Source: an optimization exercise on an open RTL-to-GDS flow (aim: small area). Production flows keep margins and buffers that such runs may drop.
RTL that was checked went through simulation tests only; none was proved equivalent to the original.
Power is estimated from default activity; no workload was simulated. The clock port is modelled as an ideal driver; clocking choices that lean on that would not hold on a real chip.

## cpu_core
module cpu_core (
	input  logic                  clk,
	input  logic                  rst,
	output cpu_isa_pkg::word_t    pc,
	output logic                  inst_req_valid,
	input  logic                  inst_req_ready,
	input  cpu_isa_pkg::word_t    instruction,
	input  logic                  inst_valid,
	output logic                  inst_ready,
	output cpu_bus_pkg::mem_req_t mem_req,
	input  logic                  mem_req_ready,
	input  cpu_isa_pkg::word_t    read_data,
	input  logic                  read_data_valid,
	output logic                  read_data_ready,
	output cpu_bus_pkg::retire_t  retire
);
==> flow/config.mk <==
export PLATFORM = sky130hd
export DESIGN_NAME = cpu_core
export DESIGN_NICKNAME = cpu_core
export VERILOG_FILES = /design/flow/design.v
export SDC_FILE = /design/flow/constraint.sdc
export NUM_CORES = 4
export LEC_CHECK = 0
export CAP_MARGIN = 20
export CORE_MARGIN = 2
export CORE_UTILIZATION = 65
export PLACE_DENSITY = 0.75
export SLEW_MARGIN = 20
==> flow/constraint.sdc <==
create_clock -name core_clock -period 10.0 [get_ports {clk}]
set_input_delay 2.0000 -clock core_clock [delete_from_list [all_inputs] [get_ports {clk}]]
set_output_delay 2.0000 -clock core_clock [all_outputs]
set_load 0.01 [all_outputs]
standard.sh (not shown) runs the stock make flow with config.mk's settings and CLKGATE_MAP_FILE= SYNTH_SCRIPT=/design/flow/synth_recipe.tcl, a recipe that flattens the netlist after the stock synthesis.
==> flow/flow/run.sh <==
#!/bin/bash
# The standard layout (standard.sh) with layout-only changes:
#  - synthesis maps logic with an area-oriented ABC script (flow/synth.tcl);
#    registers, flattening and renaming are as in synth_recipe.tcl
#  - port buffers are sky130_fd_sc_hd__buf_1
#  - CTS without dummy loads and with larger sink clusters
# The make output goes to standard_flow.log; ORFS keeps each step's log in orfs/logs.
set -euo pipefail
here=$(pwd)
export MY_ABC_SCRIPT="$here/flow/abc_area.script"
export BUFFER_PORTS_ARGS="-buffer_cell sky130_fd_sc_hd__buf_1"
export CTS_ARGS="-sink_clustering_enable -repair_clock_nets -dont_use_dummy_load -sink_clustering_size 30 -sink_clustering_max_diameter 100"
sed "s#SYNTH_SCRIPT=[^ ]*#SYNTH_SCRIPT=$here/flow/synth.tcl #" standard.sh > own_standard.sh
grep -q "SYNTH_SCRIPT=$here/flow/synth.tcl" own_standard.sh
bash own_standard.sh > standard_flow.log 2>&1
==> flow/flow/abc_area.script <==
strash
dch
amap
strash
dch
amap
topo
==> flow/flow/synth.tcl <==
# The standard flow's synthesis script (synth_recipe.tcl) with one change: abc maps with
# flow/abc_area.script (area-oriented amap) instead of ORFS's speed script.
proc synth {args} { yosys synth -nofsm -noshare {*}$args }
proc abc {args} {
  set i [lsearch -exact $args -script]
  if {$i >= 0} { lset args [expr {$i + 1}] $::env(MY_ABC_SCRIPT) }
  yosys abc {*}$args
}
source $::env(SCRIPTS_DIR)/synth.tcl
# left out here: clear keep_hierarchy, flatten, clean up, hide names made inside functions, write 1_2_yosys.v
Rerun with:
--- a/flow/design.v
+++ b/flow/design.v
@@ -109,23 +109,22 @@
 	localparam logic [3:0] S_WRA   = 4'd4;   
 	localparam logic [3:0] S_F1    = 4'd5;   
 	localparam logic [3:0] S_CWAIT = 4'd6;   
 	localparam logic [3:0] S_COPY  = 4'd7;   
 	localparam logic [3:0] S_IWAIT = 4'd8;   
 	localparam logic [3:0] S_EXEC  = 4'd9;
 	localparam logic [3:0] S_FIXN  = 4'd10;  
 	localparam logic [3:0] S_MREQ  = 4'd11;  
 	localparam logic [3:0] S_NWAIT = 4'd12;  
 	localparam logic [3:0] S_NPC   = 4'd13;  
 	localparam logic [3:0] S_LWAIT = 4'd14;  
-	localparam logic [3:0] S_PRE   = 4'd15;  
 	logic [3:0]  state, state_n;
 	logic [4:0]  cnt;
 	logic [31:0] P, N, D;
 	logic        c1, c2, ne, d1, d2, ld_pend, vld1;
 	wire first = (cnt == 5'd0);
 	wire last  = (cnt == 5'd31);
 	wire [5:0] op  = instruction[31:26];
 	wire [5:0] fn  = instruction[5:0];
 	wire [4:0] rs  = instruction[25:21];
 	wire [4:0] rt  = instruction[20:16];
 	wire [4:0] rd  = instruction[15:11];
@@ -159,46 +158,42 @@
 	wire st_wrn   = (state == S_WRN);
 	wire st_wra   = (state == S_WRA);
 	wire st_f1    = (state == S_F1);
 	wire st_cwait = (state == S_CWAIT);
 	wire st_copy  = (state == S_COPY);
 	wire st_iwait = (state == S_IWAIT);
 	wire st_fixn  = (state == S_FIXN);
 	wire st_mreq  = (state == S_MREQ);
 	wire st_nwait = (state == S_NWAIT);
 	wire st_npc   = (state == S_NPC);
 	wire st_lwait = (state == S_LWAIT);
-	wire start    = st_iwait & first & inst_valid;
-	wire needs_rt = f_alu | is_br | i_sw;
-	wire pre      = (state == S_PRE) | (start & needs_rt);
-	wire exec     = (state == S_EXEC) | (start & ~needs_rt);
+	wire exec     = (state == S_EXEC) | (st_iwait & first & inst_valid);
 	wire wr_pass  = st_f0 | st_wrc | st_wrn | st_wra;
 	wire copy_en  = (st_f0 & inst_req_ready) | st_wrc | (st_f1 & inst_req_ready & first) | st_copy;
 	wire npc_en   = (st_mreq & mem_req_ready & first) | (st_nwait & first) | st_npc;
 	wire ld_pass  = (st_npc | st_lwait) & ld_pend;    
 	wire ld_got   = ld_pass & last & vld1;            
 	logic [31:0] heads;
 	wire         wen = wr_pass & inst_valid & writes;
 	assign heads[0] = 1'b0;
 	genvar gi;
 	generate
 		for (gi = 1; gi < 32; gi++) begin : g_reg
 			logic [31:0] r;
 			always_ff @(posedge clk)
 				r <= {(wen && (dest == gi)) ? D[0] : r[0], r[31:1]};
 			assign heads[gi] = r[0];
 		end
 	endgenerate
-	wire port = heads[pre ? rt : rs];
-	wire a_rs = port;
-	wire b_rt = D[0];
+	wire a_rs = heads[rs];
+	wire b_rt = heads[rt];
 	wire ibit  = instruction[{cnt[4] & is_jimm, cnt[3:0]}];
 	wire imm_s = cnt[4] ? (~(op_log & zext) & instruction[15]) : ibit;  
 	wire lui_s = cnt[4] & ibit;                              
 	wire raw   = is_jimm ? ibit : imm_s;
 	wire dly   = (cnt[4:1] != 4'd0) & d2;                    
 	wire lbit  = read_data[cnt];
 	wire cin2 = (cnt == 5'd2) | ((cnt > 5'd2) & c2);
 	wire p4   = P[0] ^ cin2;
 	logic alu_a, alu_b;
 	always_comb begin
 		if (is_br | link)
@@ -241,24 +236,23 @@
 		state_n = state;
 		case (state)
 			S_INIT:  if (last) state_n = S_F1;
 			S_F0:    state_n = inst_req_ready ? S_WRC : S_WRN;
 			S_WRC:   if (last) state_n = S_IWAIT;
 			S_WRN:   if (inst_req_ready) state_n = last ? S_COPY : S_WRA;
 			         else if (last) state_n = S_F1;
 			S_WRA:   if (last) state_n = S_COPY;
 			S_F1:    if (inst_req_ready) state_n = (first | last) ? S_COPY : S_CWAIT;
 			S_CWAIT: if (last) state_n = S_COPY;
 			S_COPY:  if (last) state_n = S_IWAIT;
-			S_IWAIT: if (first & inst_valid) state_n = needs_rt ? S_PRE : S_EXEC;
-			S_PRE:   if (last) state_n = S_EXEC;
+			S_IWAIT: if (first & inst_valid) state_n = S_EXEC;
 			S_EXEC:  if (last) state_n = (i_lw | i_sw) ? S_MREQ : ((is_br & ~taken) ? S_FIXN : S_F0);
 			S_FIXN:  if (last) state_n = S_F0;
 			S_MREQ:  if (mem_req_ready) state_n = first ? S_NPC : S_NWAIT;
 			S_NWAIT: if (first) state_n = S_NPC;
 			S_NPC, S_LWAIT: if (last) state_n = (ld_pend & ~vld1) ? S_LWAIT : S_F0;
 			default: state_n = S_INIT;
 		endcase
 	end
 	always_ff @(posedge clk) begin
 		if (rst) begin
 			state   <= S_INIT;
@@ -279,35 +273,33 @@
 			n_in = 1'b0;
 		else if (st_fixn)
 			n_in = D[0];
 		else if (exec & (i_lw | i_sw | is_br))
 			n_in = sum;
 		else if (exec & is_jimm)
 			n_in = (cnt[4:2] == 3'b111) ? p4 : dly;
 		else if (exec & is_jreg)
 			n_in = a_rs;
 		else
 			n_in = p4;
-		if (pre)
-			d_in = port;
-		else if (~exec)
+		if (~exec)
 			d_in = lbit;
 		else if (i_sw)
 			d_in = b_rt;
 		else if (is_br)
 			d_in = p4;
 		else
 			d_in = res;
 	end
 	wire n_sh = st_init | exec | st_fixn | npc_en | copy_en;
-	wire d_sh = ~st_mreq;  
+	wire d_sh = exec | st_fixn | wr_pass | (ld_pass & ~first);
 	always_ff @(posedge clk) begin
 		c1   <= cout;
 		c2   <= P[0] & cin2;
 		ne   <= ne_all;
 		d1   <= raw;
 		d2   <= d1;
 		if (cnt == 5'd1)
 			vld1 <= read_data_valid;
 		P  <= {copy_en ? N[0] : P[0], P[31:1]};
 		if (n_sh)
 			N <= {n_in, N[31:1]};
Outcome:
- non-clock buffer count went down by 4
- cell area went up by 0.38%
- sequential share of layout area went down by 0.31 points
- area after synthesis went up by 0.50%
- wire length went down by 7.4%
- setup slack improved by 0.89 ns
The RTL of the second run of this note was laid out without a check of its function.

* * *

## build 31
cpu_core, a different RTL version from the one above (not shown whole).
For scale: ~1700 cells after synthesis, about 250 I/O pins, roughly 26000 µm² of cells after synthesis.
Design cpu_core, start of the top module:
module cpu_core (
	input  logic                  clk,
	input  logic                  rst,
	output cpu_isa_pkg::word_t    pc,
	output logic                  inst_req_valid,
	input  logic                  inst_req_ready,
	input  cpu_isa_pkg::word_t    instruction,
	input  logic                  inst_valid,
	output logic                  inst_ready,
	output cpu_bus_pkg::mem_req_t mem_req,
	input  logic                  mem_req_ready,
	input  cpu_isa_pkg::word_t    read_data,
	input  logic                  read_data_valid,
	output logic                  read_data_ready,
	output cpu_bus_pkg::retire_t  retire
);
clock: 10.0 ns
lec_check: 0
cap_margin: 20
core_margin: 2
core_utilization: 65
place_density: 0.75
slew_margin: 20
Scripts as last shown in full above: flow/flow/run.sh, flow/flow/abc_area.script, flow/flow/synth.tcl
## Diff of input files: build 27 against build 31
-- flow/design.v --
<<< build 31, line 118
	localparam logic [3:0] S_NPC   = 4'd13;  
	localparam logic [3:0] S_LWAIT = 4'd14;  
	logic [3:0]  state, state_n;
	logic [4:0]  cnt;
>>> build 27, line 118
	localparam logic [3:0] S_NPC   = 4'd13;  
	localparam logic [3:0] S_LWAIT = 4'd14;  
	localparam logic [3:0] S_PRE   = 4'd15;  
	logic [3:0]  state, state_n;
	logic [4:0]  cnt;
<<< build 31, line 167
	wire st_npc   = (state == S_NPC);
	wire st_lwait = (state == S_LWAIT);
	wire exec     = (state == S_EXEC) | (st_iwait & first & inst_valid);
	wire wr_pass  = st_f0 | st_wrc | st_wrn | st_wra;
	wire copy_en  = (st_f0 & inst_req_ready) | st_wrc | (st_f1 & inst_req_ready & first) | st_copy;
>>> build 27, line 168
	wire st_npc   = (state == S_NPC);
	wire st_lwait = (state == S_LWAIT);
	wire start    = st_iwait & first & inst_valid;
	wire needs_rt = f_alu | is_br | i_sw;
	wire pre      = (state == S_PRE) | (start & needs_rt);
	wire exec     = (state == S_EXEC) | (start & ~needs_rt);
	wire wr_pass  = st_f0 | st_wrc | st_wrn | st_wra;
	wire copy_en  = (st_f0 & inst_req_ready) | st_wrc | (st_f1 & inst_req_ready & first) | st_copy;
<<< build 31, line 185
		end
	endgenerate
	wire a_rs = heads[rs];
	wire b_rt = heads[rt];
	wire ibit  = instruction[{cnt[4] & is_jimm, cnt[3:0]}];
	wire imm_s = cnt[4] ? (~(op_log & zext) & instruction[15]) : ibit;  
>>> build 27, line 189
		end
	endgenerate
	wire port = heads[pre ? rt : rs];
	wire a_rs = port;
	wire b_rt = D[0];
	wire ibit  = instruction[{cnt[4] & is_jimm, cnt[3:0]}];
	wire imm_s = cnt[4] ? (~(op_log & zext) & instruction[15]) : ibit;  
<<< build 31, line 193
	wire dly   = (cnt[4:1] != 4'd0) & d2;                    
	wire lbit  = read_data[cnt];
	wire cin2 = ~first & c2;  
	wire p4   = P[0] ^ cin2;
	logic alu_a, alu_b;
>>> build 27, line 198
	wire dly   = (cnt[4:1] != 4'd0) & d2;                    
	wire lbit  = read_data[cnt];
	wire cin2 = (cnt == 5'd2) | ((cnt > 5'd2) & c2);
	wire p4   = P[0] ^ cin2;
	logic alu_a, alu_b;
<<< build 31, line 245
			S_CWAIT: if (last) state_n = S_COPY;
			S_COPY:  if (last) state_n = S_IWAIT;
			S_IWAIT: if (first & inst_valid) state_n = S_EXEC;
			S_EXEC:  if (last) state_n = (i_lw | i_sw) ? S_MREQ : ((is_br & ~taken) ? S_FIXN : S_F0);
			S_FIXN:  if (last) state_n = S_F0;
>>> build 27, line 250
			S_CWAIT: if (last) state_n = S_COPY;
			S_COPY:  if (last) state_n = S_IWAIT;
			S_IWAIT: if (first & inst_valid) state_n = needs_rt ? S_PRE : S_EXEC;
			S_PRE:   if (last) state_n = S_EXEC;
			S_EXEC:  if (last) state_n = (i_lw | i_sw) ? S_MREQ : ((is_br & ~taken) ? S_FIXN : S_F0);
			S_FIXN:  if (last) state_n = S_F0;
<<< build 31, line 282
		else
			n_in = p4;
		if (~exec)
			d_in = lbit;
		else if (i_sw)
>>> build 27, line 288
		else
			n_in = p4;
		if (pre)
			d_in = port;
		else if (~exec)
			d_in = lbit;
		else if (i_sw)
<<< build 31, line 292
	end
	wire n_sh = st_init | exec | st_fixn | npc_en | copy_en;
	wire d_sh = ~st_mreq;  
	always_ff @(posedge clk) begin
		c1   <= cout;
		c2   <= (cnt == 5'd1) | (P[0] & cin2);
		ne   <= ne_all;
		d1   <= raw;
>>> build 27, line 300
	end
	wire n_sh = st_init | exec | st_fixn | npc_en | copy_en;
	wire d_sh = pre | exec | st_fixn | wr_pass | (ld_pass & ~first);
	always_ff @(posedge clk) begin
		c1   <= cout;
		c2   <= P[0] & cin2;
		ne   <= ne_all;
		d1   <= raw;
==> summary.txt <==
Build 27 vs. build 31: total global routing track utilization went down by 0.75 points; number of cells in the finished layout apart from fillers went down by 20. Of build 27 and build 31, the lower wire length of the first global-routing pass belongs to build 27. ~same part of the power in the clock network in build 27 and build 31. Re cell count after synthesis: build 31 was higher than build 27. Compared build 27 against build 31; met3 capacity usage during global routing within noise. Changes observed in build 27 relative to build 31: clock transition at the registers of the reported paths flat, area of the die down about 0.56%, sequential power up about 0.8%, summed instance area of the synthesized netlist down 150 µm². Taking build 31 as the reference point, the critical path depth of build 27 rises by 17. Build 27 vs. build 31: via count of the first global-routing pass now sits at about the same level; sequential share of layout area went up; cell area after layout shows no meaningful change.

## re-timing with driven ports
How much do the figures lean on ideal ports? The routed layouts below were timed once more, with nothing changed but the port constraints. Step 1: set_driving_cell puts a clkbuf_16 on clk and a buf_2 on each other input, an assumption about the parent block. Step 2 moves the port delays by t, midway between the first and last clock arrival at a register: inputs arrive t later, outputs are due t later. That takes back most of the time a late clock gives input paths. Slacks: ideal / step 1 / step 2; pairs: ideal / step 1.
run	t, ns	slack for setup (ns)	worst setup path at the end	worst register clock-pin slew, ns
the first run of note 1	0.635	1.726 / 1.755 / 1.120	input to register	0.12 / 0.12
the second run of note 1	0.629	2.619 / 2.593 / 2.593	input to output	0.11 / 0.11
build 31	0.643	2.722 / 2.693 / 2.683	input to register	0.12 / 0.12
build 27	0.639	1.524 / 1.545 / 0.905	input to register	0.12 / 0.12
After both steps setup and hold are still met in every run listed. For build 27, which loses most, drivers alone change the setup slack by +0.021 ns; drivers and shift together by -0.619 ns.
